This design comes from an exercise in tuning for small area on the open sky130 flow, not from production work.
The RTL was checked by simulation tests, not by an equivalence proof against the original design.
Power and IR drop assume default switching activity.

## flow/run.sh

```bash
#!/bin/bash
# synth_recipe.tcl (not shown) runs the flow's synth.tcl, then flattens the netlist and writes it again
# the make line also repeats each setting of config.mk as NAME=value (left out here)
make -C /OpenROAD-flow-scripts/flow DESIGN_CONFIG=/design/flow/config.mk WORK_HOME=/design/flow/orfs CLKGATE_MAP_FILE= SYNTH_SCRIPT=/design/flow/synth_recipe.tcl finish
```

## flow/config.mk

```make
export PLATFORM = sky130hd
export DESIGN_NAME = quick_spi
export DESIGN_NICKNAME = quick_spi
export VERILOG_FILES = /design/flow/design.v
export SDC_FILE = /design/flow/constraint.sdc
export NUM_CORES = 4
export LEC_CHECK = 0
export CAP_MARGIN = 20
export CORE_MARGIN = 2
export CORE_UTILIZATION = 40
export SLEW_MARGIN = 20
```

## flow/constraint.sdc

```tcl
create_clock -name core_clock -period 8.0 [get_ports {s_axi_aclk}]
set_input_delay 1.6000 -clock core_clock [delete_from_list [all_inputs] [get_ports {s_axi_aclk}]]
set_output_delay 1.6000 -clock core_clock [all_outputs]
set_load 0.01 [all_outputs]
```

## flow/design.v

```verilog
package quick_spi_pkg;
    typedef logic [8-1:0] axi_addr_t;
    typedef logic [32-1:0] axi_data_t;
    typedef logic [32/8-1:0] axi_strb_t;
    typedef logic [7:0] axi_len_t;
    typedef logic [$clog2(64/(32/8))-1:0] mem_word_addr_t;
    typedef logic [$clog2(64)-1:0] mem_byte_addr_t;
    typedef logic [15:0] bit_count_t;
    typedef logic [$clog2(2)-1:0] slave_sel_t;
    typedef enum logic [2:0] {
        IDLE,
        SELECT,
        SHIFT_OUT,
        SHIFT_IN,
        END_FRAME
    } engine_state_t;
endpackage
`timescale 1ns/1ps
module axi_write_slave (
    input  logic                           s_axi_aclk,
    input  logic                           s_axi_aresetn,
    input  quick_spi_pkg::axi_addr_t       awaddr,
    input  quick_spi_pkg::axi_len_t        awlen,
    input  logic [1:0]                     awburst,
    input  logic                           awvalid,
    output logic                           awready,
    input  quick_spi_pkg::axi_data_t       wdata,
    input  quick_spi_pkg::axi_strb_t       wstrb,
    input  logic                           wlast,
    input  logic                           wvalid,
    output logic                           wready,
    output logic [1:0]                     bresp,
    output logic                           bvalid,
    input  logic                           bready,
    input  logic                           read_busy,
    output logic                           write_busy,
    output logic                           mem_we,
    output quick_spi_pkg::mem_word_addr_t  mem_waddr,
    output quick_spi_pkg::axi_data_t       mem_wdata,
    output quick_spi_pkg::axi_strb_t       mem_wstrb
);
    quick_spi_pkg::axi_addr_t  addr_q;
    quick_spi_pkg::axi_len_t   len_q;
    quick_spi_pkg::axi_len_t   beat_cnt;
    logic [1:0] burst_q;
    logic       aw_accept;
    logic       w_beat;
    assign aw_accept = !awready && awvalid && !write_busy && !read_busy;
    assign w_beat = wready && wvalid;
    always_ff @(posedge s_axi_aclk) begin
        if (!s_axi_aresetn) begin
            awready <= 1'b0;
            write_busy <= 1'b0;
            wready <= 1'b0;
            bvalid <= 1'b0;
        end else begin
            awready <= aw_accept;
            if (aw_accept) begin
                write_busy <= 1'b1;
            end else if (w_beat && wlast) begin
                write_busy <= 1'b0;
            end
            if (!wready && wvalid && write_busy) begin
                wready <= 1'b1;
            end else if (w_beat && wlast) begin
                wready <= 1'b0;
            end
            if (w_beat && wlast) begin
                bvalid <= 1'b1;
            end else if (bready) begin
                bvalid <= 1'b0;
            end
        end
    end
    always_ff @(posedge s_axi_aclk) begin
        if (aw_accept) begin
            addr_q <= awaddr;
            len_q <= awlen;
            burst_q <= awburst;
            beat_cnt <= '0;
        end else if (w_beat) begin
            beat_cnt <= beat_cnt + 8'd1;
            if (burst_q == 2'b01) begin
                addr_q[8-1:2] <= addr_q[8-1:2] + 1'b1;
            end
        end
    end
    assign mem_we = w_beat && (beat_cnt <= len_q);
    assign mem_waddr = quick_spi_pkg::mem_word_addr_t'(addr_q[8-1:2]);
    assign mem_wdata = wdata;
    assign mem_wstrb = wstrb;
    assign bresp = 2'b00;
endmodule
`timescale 1ns/1ps
module axi_read_slave (
    input  logic                           s_axi_aclk,
    input  logic                           s_axi_aresetn,
    input  quick_spi_pkg::axi_addr_t       araddr,
    input  quick_spi_pkg::axi_len_t        arlen,
    input  logic [1:0]                     arburst,
    input  logic                           arvalid,
    output logic                           arready,
    output quick_spi_pkg::axi_data_t       rdata,
    output logic [1:0]                     rresp,
    output logic                           rlast,
    output logic                           rvalid,
    input  logic                           rready,
    input  logic                           write_busy,
    output logic                           read_busy,
    output quick_spi_pkg::mem_word_addr_t  mem_raddr,
    input  quick_spi_pkg::axi_data_t       mem_rdata
);
    quick_spi_pkg::axi_addr_t  addr_q;
    quick_spi_pkg::axi_len_t   len_q;
    quick_spi_pkg::axi_len_t   beat_cnt;
    logic [1:0] burst_q;
    logic       ar_accept;
    logic       r_beat;
    assign ar_accept = !arready && arvalid && !read_busy && !write_busy;
    assign r_beat = rvalid && rready;
    always_ff @(posedge s_axi_aclk) begin
        if (!s_axi_aresetn) begin
            arready <= 1'b0;
            read_busy <= 1'b0;
            rvalid <= 1'b0;
            rlast <= 1'b0;
        end else begin
            arready <= ar_accept;
            if (ar_accept) begin
                read_busy <= 1'b1;
            end else if (r_beat && rlast) begin
                read_busy <= 1'b0;
            end
            if (read_busy && !rvalid) begin
                rvalid <= 1'b1;
                rlast <= (beat_cnt == len_q);
            end else if (r_beat) begin
                rvalid <= 1'b0;
                rlast <= 1'b0;
            end
        end
    end
    always_ff @(posedge s_axi_aclk) begin
        if (ar_accept) begin
            addr_q <= araddr;
            len_q <= arlen;
            burst_q <= arburst;
            beat_cnt <= '0;
        end else if (r_beat) begin
            beat_cnt <= beat_cnt + 8'd1;
            if (burst_q == 2'b01) begin
                addr_q[8-1:2] <= addr_q[8-1:2] + 1'b1;
            end
        end
    end
    assign mem_raddr = quick_spi_pkg::mem_word_addr_t'(addr_q[8-1:2]);
    assign rdata = rvalid ? mem_rdata : '0;
    assign rresp = 2'b00;
endmodule
`timescale 1ns/1ps
module spi_buffer_ram (
    input  logic                           s_axi_aclk,
    input  logic                           s_axi_aresetn,
    input  logic                           mem_we,
    input  quick_spi_pkg::mem_word_addr_t  mem_waddr,
    input  quick_spi_pkg::axi_data_t       mem_wdata,
    input  quick_spi_pkg::axi_strb_t       mem_wstrb,
    input  quick_spi_pkg::mem_word_addr_t  mem_raddr,
    output quick_spi_pkg::axi_data_t       mem_rdata,
    input  quick_spi_pkg::mem_byte_addr_t  eng_byte_addr,
    output logic [7:0]                     eng_byte,
    input  logic                           rx_we,
    input  quick_spi_pkg::mem_byte_addr_t  rx_byte_addr,
    input  logic [2:0]                     rx_bit,
    input  logic                           rx_value,
    input  logic                           done,
    output logic                           cpol,
    output logic                           cpha,
    output logic                           start,
    output logic                           burst,
    output logic                           read_en,
    output quick_spi_pkg::slave_sel_t      slave_idx,
    output quick_spi_pkg::bit_count_t      out_elem_bits,
    output quick_spi_pkg::bit_count_t      num_out_elems,
    output quick_spi_pkg::bit_count_t      in_elem_bits
);
    logic [7:0] mem [64];
    always_ff @(posedge s_axi_aclk) begin
        for (int b = 0; b < 32 / 8; b++) begin
            if (mem_we && mem_wstrb[b]) begin
                mem[{mem_waddr, 2'(b)}] <= mem_wdata[8*b +: 8];
            end
        end
        if (rx_we) begin
            mem[rx_byte_addr][rx_bit] <= rx_value;
        end
        if (!s_axi_aresetn) begin
            mem[0] <= 8'h00;
        end else if (done) begin
            mem[0][2] <= 1'b0;
        end
    end
    always_ff @(posedge s_axi_aclk) begin
        mem_rdata <= {mem[{mem_raddr, 2'd3}], mem[{mem_raddr, 2'd2}],
                      mem[{mem_raddr, 2'd1}], mem[{mem_raddr, 2'd0}]};
    end
    assign eng_byte = mem[eng_byte_addr];
    assign cpol = mem[0][0];
    assign cpha = mem[0][1];
    assign start = mem[0][2];
    assign burst = mem[0][3];
    assign read_en = mem[0][4];
    assign slave_idx = quick_spi_pkg::slave_sel_t'(mem[1]);
    assign out_elem_bits = {mem[3], mem[2]};
    assign num_out_elems = {mem[5], mem[4]};
    assign in_elem_bits = {mem[7], mem[6]};
endmodule
`timescale 1ns/1ps
module spi_transfer_engine (
    input  logic                           s_axi_aclk,
    input  logic                           s_axi_aresetn,
    input  logic                           cpol,
    input  logic                           cpha,
    input  logic                           start,
    input  logic                           burst,
    input  logic                           read_en,
    input  quick_spi_pkg::slave_sel_t      slave_idx,
    input  quick_spi_pkg::bit_count_t      out_elem_bits,
    input  quick_spi_pkg::bit_count_t      num_out_elems,
    input  quick_spi_pkg::bit_count_t      in_elem_bits,
    input  logic                           write_busy,
    output quick_spi_pkg::mem_byte_addr_t  eng_byte_addr,
    input  logic [7:0]                     eng_byte,
    output logic                           rx_we,
    output quick_spi_pkg::mem_byte_addr_t  rx_byte_addr,
    output logic [2:0]                     rx_bit,
    output logic                           rx_value,
    output logic                           done,
    input  logic                           miso,
    output logic                           mosi,
    output logic                           sclk,
    output logic [2-1:0]    ss_n,
    output logic                           interrupt
);
    quick_spi_pkg::engine_state_t state;
    logic          ph;
    quick_spi_pkg::bit_count_t    slot_cnt;
    quick_spi_pkg::bit_count_t    elem_cnt;
    quick_spi_pkg::bit_count_t    out_pos;
    quick_spi_pkg::bit_count_t    in_pos;
    logic          slot_end;
    logic          out_done;
    logic          in_done;
    logic          last_elem;
    assign slot_end = (ph != cpha);
    assign out_done = slot_end && (slot_cnt == out_elem_bits - 16'd1);
    assign in_done = slot_end && (slot_cnt == in_elem_bits - 16'd1);
    assign last_elem = !burst || (elem_cnt == num_out_elems - 16'd1);
    assign eng_byte_addr = quick_spi_pkg::mem_byte_addr_t'(12) + quick_spi_pkg::mem_byte_addr_t'(out_pos[15:3]);
    assign rx_byte_addr = quick_spi_pkg::mem_byte_addr_t'(38) + quick_spi_pkg::mem_byte_addr_t'(in_pos[15:3]);
    assign rx_bit = in_pos[2:0];
    assign rx_value = miso;
    assign rx_we = (state == quick_spi_pkg::SHIFT_IN) && !ph;
    assign done = (state == quick_spi_pkg::END_FRAME) && last_elem;
    always_ff @(posedge s_axi_aclk) begin
        if (!s_axi_aresetn) begin
            state <= quick_spi_pkg::IDLE;
            ss_n <= '1;
            sclk <= 1'b0;
            mosi <= 1'b0;
            interrupt <= 1'b0;
            ph <= 1'b0;
            slot_cnt <= '0;
            elem_cnt <= '0;
            out_pos <= '0;
            in_pos <= '0;
        end else begin
            case (state)
                quick_spi_pkg::IDLE: begin
                    sclk <= cpol;
                    ph <= cpha;
                    if (start && !write_busy) begin
                        interrupt <= 1'b0;
                        ss_n[slave_idx] <= 1'b0;
                        slot_cnt <= '0;
                        elem_cnt <= '0;
                        out_pos <= '0;
                        in_pos <= '0;
                        state <= quick_spi_pkg::SELECT;
                    end
                end
                quick_spi_pkg::SELECT: begin
                    if (!cpha) begin
                        mosi <= eng_byte[out_pos[2:0]];
                        out_pos <= out_pos + 16'd1;
                    end
                    state <= quick_spi_pkg::SHIFT_OUT;
                end
                quick_spi_pkg::SHIFT_OUT: begin
                    sclk <= ~sclk;
                    ph <= ~ph;
                    if (out_done) begin
                        slot_cnt <= '0;
                        mosi <= 1'b0;
                        if (read_en) begin
                            state <= quick_spi_pkg::SHIFT_IN;
                        end else begin
                            ss_n <= '1;
                            state <= quick_spi_pkg::END_FRAME;
                        end
                    end else begin
                        if (slot_end) begin
                            slot_cnt <= slot_cnt + 16'd1;
                        end
                        if (ph) begin
                            mosi <= eng_byte[out_pos[2:0]];
                            out_pos <= out_pos + 16'd1;
                        end
                    end
                end
                quick_spi_pkg::SHIFT_IN: begin
                    sclk <= ~sclk;
                    ph <= ~ph;
                    if (!ph) begin
                        in_pos <= in_pos + 16'd1;
                    end
                    if (in_done) begin
                        slot_cnt <= '0;
                        ss_n <= '1;
                        state <= quick_spi_pkg::END_FRAME;
                    end else if (slot_end) begin
                        slot_cnt <= slot_cnt + 16'd1;
                    end
                end
                quick_spi_pkg::END_FRAME: begin
                    sclk <= cpol;
                    ph <= cpha;
                    elem_cnt <= elem_cnt + 16'd1;
                    if (last_elem) begin
                        interrupt <= 1'b1;
                        state <= quick_spi_pkg::IDLE;
                    end else begin
                        ss_n[slave_idx] <= 1'b0;
                        state <= quick_spi_pkg::SELECT;
                    end
                end
                default: state <= quick_spi_pkg::IDLE;
            endcase
        end
    end
endmodule
`timescale 1ns/1ps
module quick_spi (
    input  logic                         s_axi_aclk,
    input  logic                         s_axi_aresetn,
    input  quick_spi_pkg::axi_addr_t     awaddr,
    input  quick_spi_pkg::axi_len_t      awlen,
    input  logic [1:0]                   awburst,
    input  logic                         awvalid,
    output logic                         awready,
    input  quick_spi_pkg::axi_data_t     wdata,
    input  quick_spi_pkg::axi_strb_t     wstrb,
    input  logic                         wlast,
    input  logic                         wvalid,
    output logic                         wready,
    output logic [1:0]                   bresp,
    output logic                         bvalid,
    input  logic                         bready,
    input  quick_spi_pkg::axi_addr_t     araddr,
    input  quick_spi_pkg::axi_len_t      arlen,
    input  logic [1:0]                   arburst,
    input  logic                         arvalid,
    output logic                         arready,
    output quick_spi_pkg::axi_data_t     rdata,
    output logic [1:0]                   rresp,
    output logic                         rlast,
    output logic                         rvalid,
    input  logic                         rready,
    output logic                         mosi,
    input  logic                         miso,
    output logic                         sclk,
    output logic [2-1:0]  ss_n,
    output logic                         interrupt
);
    logic           write_busy;
    logic           read_busy;
    logic           mem_we;
    quick_spi_pkg::mem_word_addr_t mem_waddr;
    quick_spi_pkg::axi_data_t      mem_wdata;
    quick_spi_pkg::axi_strb_t      mem_wstrb;
    quick_spi_pkg::mem_word_addr_t mem_raddr;
    quick_spi_pkg::axi_data_t      mem_rdata;
    quick_spi_pkg::mem_byte_addr_t eng_byte_addr;
    logic [7:0]     eng_byte;
    logic           rx_we;
    quick_spi_pkg::mem_byte_addr_t rx_byte_addr;
    logic [2:0]     rx_bit;
    logic           rx_value;
    logic           done;
    logic           cpol;
    logic           cpha;
    logic           start;
    logic           burst;
    logic           read_en;
    quick_spi_pkg::slave_sel_t     slave_idx;
    quick_spi_pkg::bit_count_t     out_elem_bits;
    quick_spi_pkg::bit_count_t     num_out_elems;
    quick_spi_pkg::bit_count_t     in_elem_bits;
    axi_write_slave u_axi_write_slave (.*);
    axi_read_slave u_axi_read_slave (.*);
    spi_buffer_ram u_spi_buffer_ram (.*);
    spi_transfer_engine u_spi_transfer_engine (.*);
endmodule
```

==> notes.md <==
-- cell usage in the layout (no fill, tap or decap), types with 16 or more instances in the layout --
cell type / netlist / routed
clkbuf_1: 507 / 19
xnor2_1: 42 / 40
nand2_1: 313 / 303
o31ai_1: 463 / 462
nand3_1: 74 / 64
xor2_1: 54 / 53
nor2b_1: 18 / 16
o21ai_0: 666 / 666
inv_1: 38 / 38
edfxtp_1: 532 / 532
mux2i_1: 59 / 59
and3_1: 23 / 23
a21oi_1: 64 / 64
o221ai_1: 31 / 31
and2_1: 68 / 68
dfxtp_1: 123 / 121
a22oi_1: 16 / 16
clkdlybuf4s50_1: 0 / 112
nor2_1: 87 / 86
nor3_1: 35 / 34
mux4_2: 273 / 273
o22ai_1: 384 / 384
nand4_1: 28 / 28
buf_4: 4 / 83
ha_1: 29 / 29
clkbuf_16: 0 / 86
-- cell families after synthesis --
logic type | Yosys count | share of synthesized area
buffers and inverters | 665 | 0.0588
multiplexers | 344 | 0.158
flip-flops | 655 | 0.425
AO/OA/AOI/OAI | 1713 | 0.246
other | 1 | 0.0000863
AND/OR/NAND/NOR | 750 | 0.0848
adder cells (fa/ha/maj) | 29 | 0.00835
XOR/XNOR | 96 | 0.0194
-- layer usage --
layer | up-vias | share of wire | GRT usage
li1 | 16100 | - | -
met1 | 19000 | 0.35 | 0.400
met2 | 2979 | 0.42 | 0.464
met3 | 606 | 0.16 | 0.122
met4 | 20 | 0.078 | 0.217
met5 | - | 0.00093 | 0
-- state kept, by name, summed over array words and instances, names as in the netlist, 2 cells and up --
signal / cells
u_spi_buffer_ram.mem: 512
u_spi_buffer_ram.mem_rdata: 32
u_spi_transfer_engine.elem_cnt: 16
u_spi_transfer_engine.slot_cnt: 16
u_spi_transfer_engine.in_pos: 9
u_spi_transfer_engine.out_pos: 9
u_axi_read_slave.beat_cnt: 8
u_axi_read_slave.len_q: 8
u_axi_write_slave.beat_cnt: 8
u_axi_write_slave.len_q: 8
u_axi_read_slave.addr_q: 4
u_axi_write_slave.addr_q: 4
u_spi_transfer_engine.state: 3
u_axi_read_slave.burst_q: 2
u_axi_write_slave.burst_q: 2
u_spi_transfer_engine.ss_n: 2
-- cells in the mapped netlist (64+ instances only) --
cell type / n
nand3_1: 74
a21oi_1: 64
nand2_1: 313
dfxtp_1: 123
mux4_2: 273
o21ai_0: 666
o22ai_1: 384
clkbuf_1: 507
nor2_1: 87
buf_1: 87
edfxtp_1: 532
and2_1: 68
o31ai_1: 463
-- report_power, final --
group	internal [uW]	switching, uW
sequential	3760	45.0
clock	2040	1570
combinational	408	717
-- final timing paths --
kind                                                             startpoint                                     to  slack [ns]
worst max-delay path            u_spi_transfer_engine.state[2]$_SDFFE_PN0P_  u_spi_buffer_ram.mem[20][0]$_DFFE_PP_        3.44
worst min-delay path                  u_axi_write_slave.bvalid$_SDFFE_PN0P_  u_axi_write_slave.bvalid$_SDFFE_PN0P_        0.48
worst max register to register  u_spi_transfer_engine.state[2]$_SDFFE_PN0P_  u_spi_buffer_ram.mem[20][0]$_DFFE_PP_        3.44
worst min register to register        u_axi_write_slave.bvalid$_SDFFE_PN0P_  u_axi_write_slave.bvalid$_SDFFE_PN0P_        0.48
-- worst max-delay path, delay by kind of cell (launching register included) --
kind	cells	cell delay [ns]
buffers and inverters	1	0.55
AOI/OAI and AO/OA	1	0.86
and+or+nand+nor	4	2.23
DFF	1	0.48
-- stage by stage --
| step | util | worst slack, ns | hold slack [ns] |
|---|---|---|---|
| floorplan | - | 4.55 | 0.462 |
| global placement | 0.418 | 3.07 | 0.461 |
| detailed placement | 0.418 | 3.05 | 0.476 |
| CTS | 0.442 | 3.32 | 0.488 |
| global route | 0.442 | 3.32 | 0.522 |
| finish | 0.442 | 3.44 | 0.481 |
-- final cells by class --
cell class,instances,area (um2)
diodes,7,17.5
clock buffers,110,2290
clock inverters,34,213
fillers,9967,59900
inverters,39,146
multi-input cells,2936,22700
flip-flops and latches,655,18400
well taps,1403,1760
repair buffers,204,1870
==> out/metrics.yaml <==
outcome:
  outcome: "timing/DRC/antenna clean"
floorplanning:
  rows: 120
  die_x_um: 334
  die_height_um: 334
  num_io_pins: 128
  die_area_um2: 111000
  start_util: 0.405
  core_um2: 107000
finish:
  drive_above_1_share: 0.141
  area_growth_pct: 9.24
  instances_no_fill: 5388
  final_nets: 4026
  final_area_um2: 47400
clock_network:
  path_clk_slew_ns: 0.06
  htree_levels: 3
  cts_sinks: 655
  cts_hold_buf: 0
  cts_made_buffers: 80
  post_cts_buffers: 0
  cts_tree: "done"
  clock_tree.root_cell: "clkbuf_16"
  clk_latency_ns: 0.67
  ctsResizeCount: 0
  cts_buffer_depth: 3
sta:
  tightest_slew_ns: 1.37
  final-max-slew-violation-count: 0
  period_needed_ns: 4.56
  clock-skew-final_ns: 0.0423
  timing.fmax_ghz: 0.219
  rsz0062_at_grt: "no"
  finalSetupTns_ns: 0
  hold_viol: 0
  finalSetupViolCount: 0
  timing.slew.headroom: 0.0826
  period_share: 0.570
global_routing:
  gr-total-overflow: 0
  grt.total_usage: 0.322
  grt_antenna_before_repair: 16
  grt_max_degree: 131
  grt_pass1_wl_um: 258000
  grt_pass1_vias: 34900
logic_synthesis:
  yosysWarnings: 4
  yosysTopAreaCell: "edfxtp_1"
  synth_top_area_share: 0.368
  ys_seq_area_frac: 0.425
  async_flop_share: 0
  synth.distinct_cells: 86
  synth.area.top_cells: "edfxtp_1 37%, mux4_2 14%, o31ai_1 8.0%"
  ys_seq_elements: 655
  synth_area_per_cell_um2: 10.2
  synth_cells: 4253
  synth-edff-count: 532
  synth_flop_cell: "edfxtp_1"
  syn_area_um2: 43400
setup_path:
  slowest_stage: "o41ai_1"
  cp_max_fo: 81
  critPathLaunchType: "flip-flop"
  critPathMaxStageDelay_ns: 0.86
  critical_path_class: "flip-flop to flip-flop"
  path_cells: "nor2b_1, nand2_1, nor3_2, nand2_4, buf_4, o41ai_1"
  cp.required_ns: 8.34
  cp-end-kind: "flip-flop"
  reg2reg_depth: 6
  arrival_ns: 4.90
drt:
  drc: 0
  ant_nets: 0
  firstDrtPassIters: 8
  wl_um: 185000
  dr_total_vias: 38700
  avgRoutedWirePerCell_um: 34.3
  drt_iter0_markers: 6337
  vias_per_cell: 7.19
placement:
  dp_hpwl_um: 119000
  dp.cells: 5237
  place_area_um2: 44900
  io_buffers: 115
  place_congestion: 1.02
worst_hold_path:
  hp-class: "flip-flop to flip-flop"
  worstHoldPathCells: 2
power:
  peakVddDrop_uv: 158
  power.total_uw: 8540
  p_leak_uw: 0.0137
  cellPowerDensity_nw_per_um2: 180
flow_run:
  maxCapViolCount: 0

## static timing again, ports no longer ideal
The flow's constraints put no driver on any port. The routed layout listed below was extracted and timed again, unchanged, in two steps.
Step 1: set_driving_cell puts a clkbuf_16 on s_axi_aclk and a buf_2 on each other input, an assumption about the parent block.
Step 2 adds t to the input delays and takes it off the output delays; t is the mean of the earliest and latest rising clock arrival at the registers after step 1. Input paths then give back, and output paths get back, about the clock's delay inside the block.
Three values: ideal, step 1, step 2; two values: the first two.
shift t [ns]: 0.722
setup slack, ns: 3.437 / 3.437 / 2.989
worst setup path after step 2: input to register
clock arrival spread, ns: 0.043 / 0.043
pins driven straight from the clock port: 1
After both steps this run still meets setup and hold. For this run, drivers alone change the setup slack by 0.000 ns; drivers and shift together by -0.448 ns.
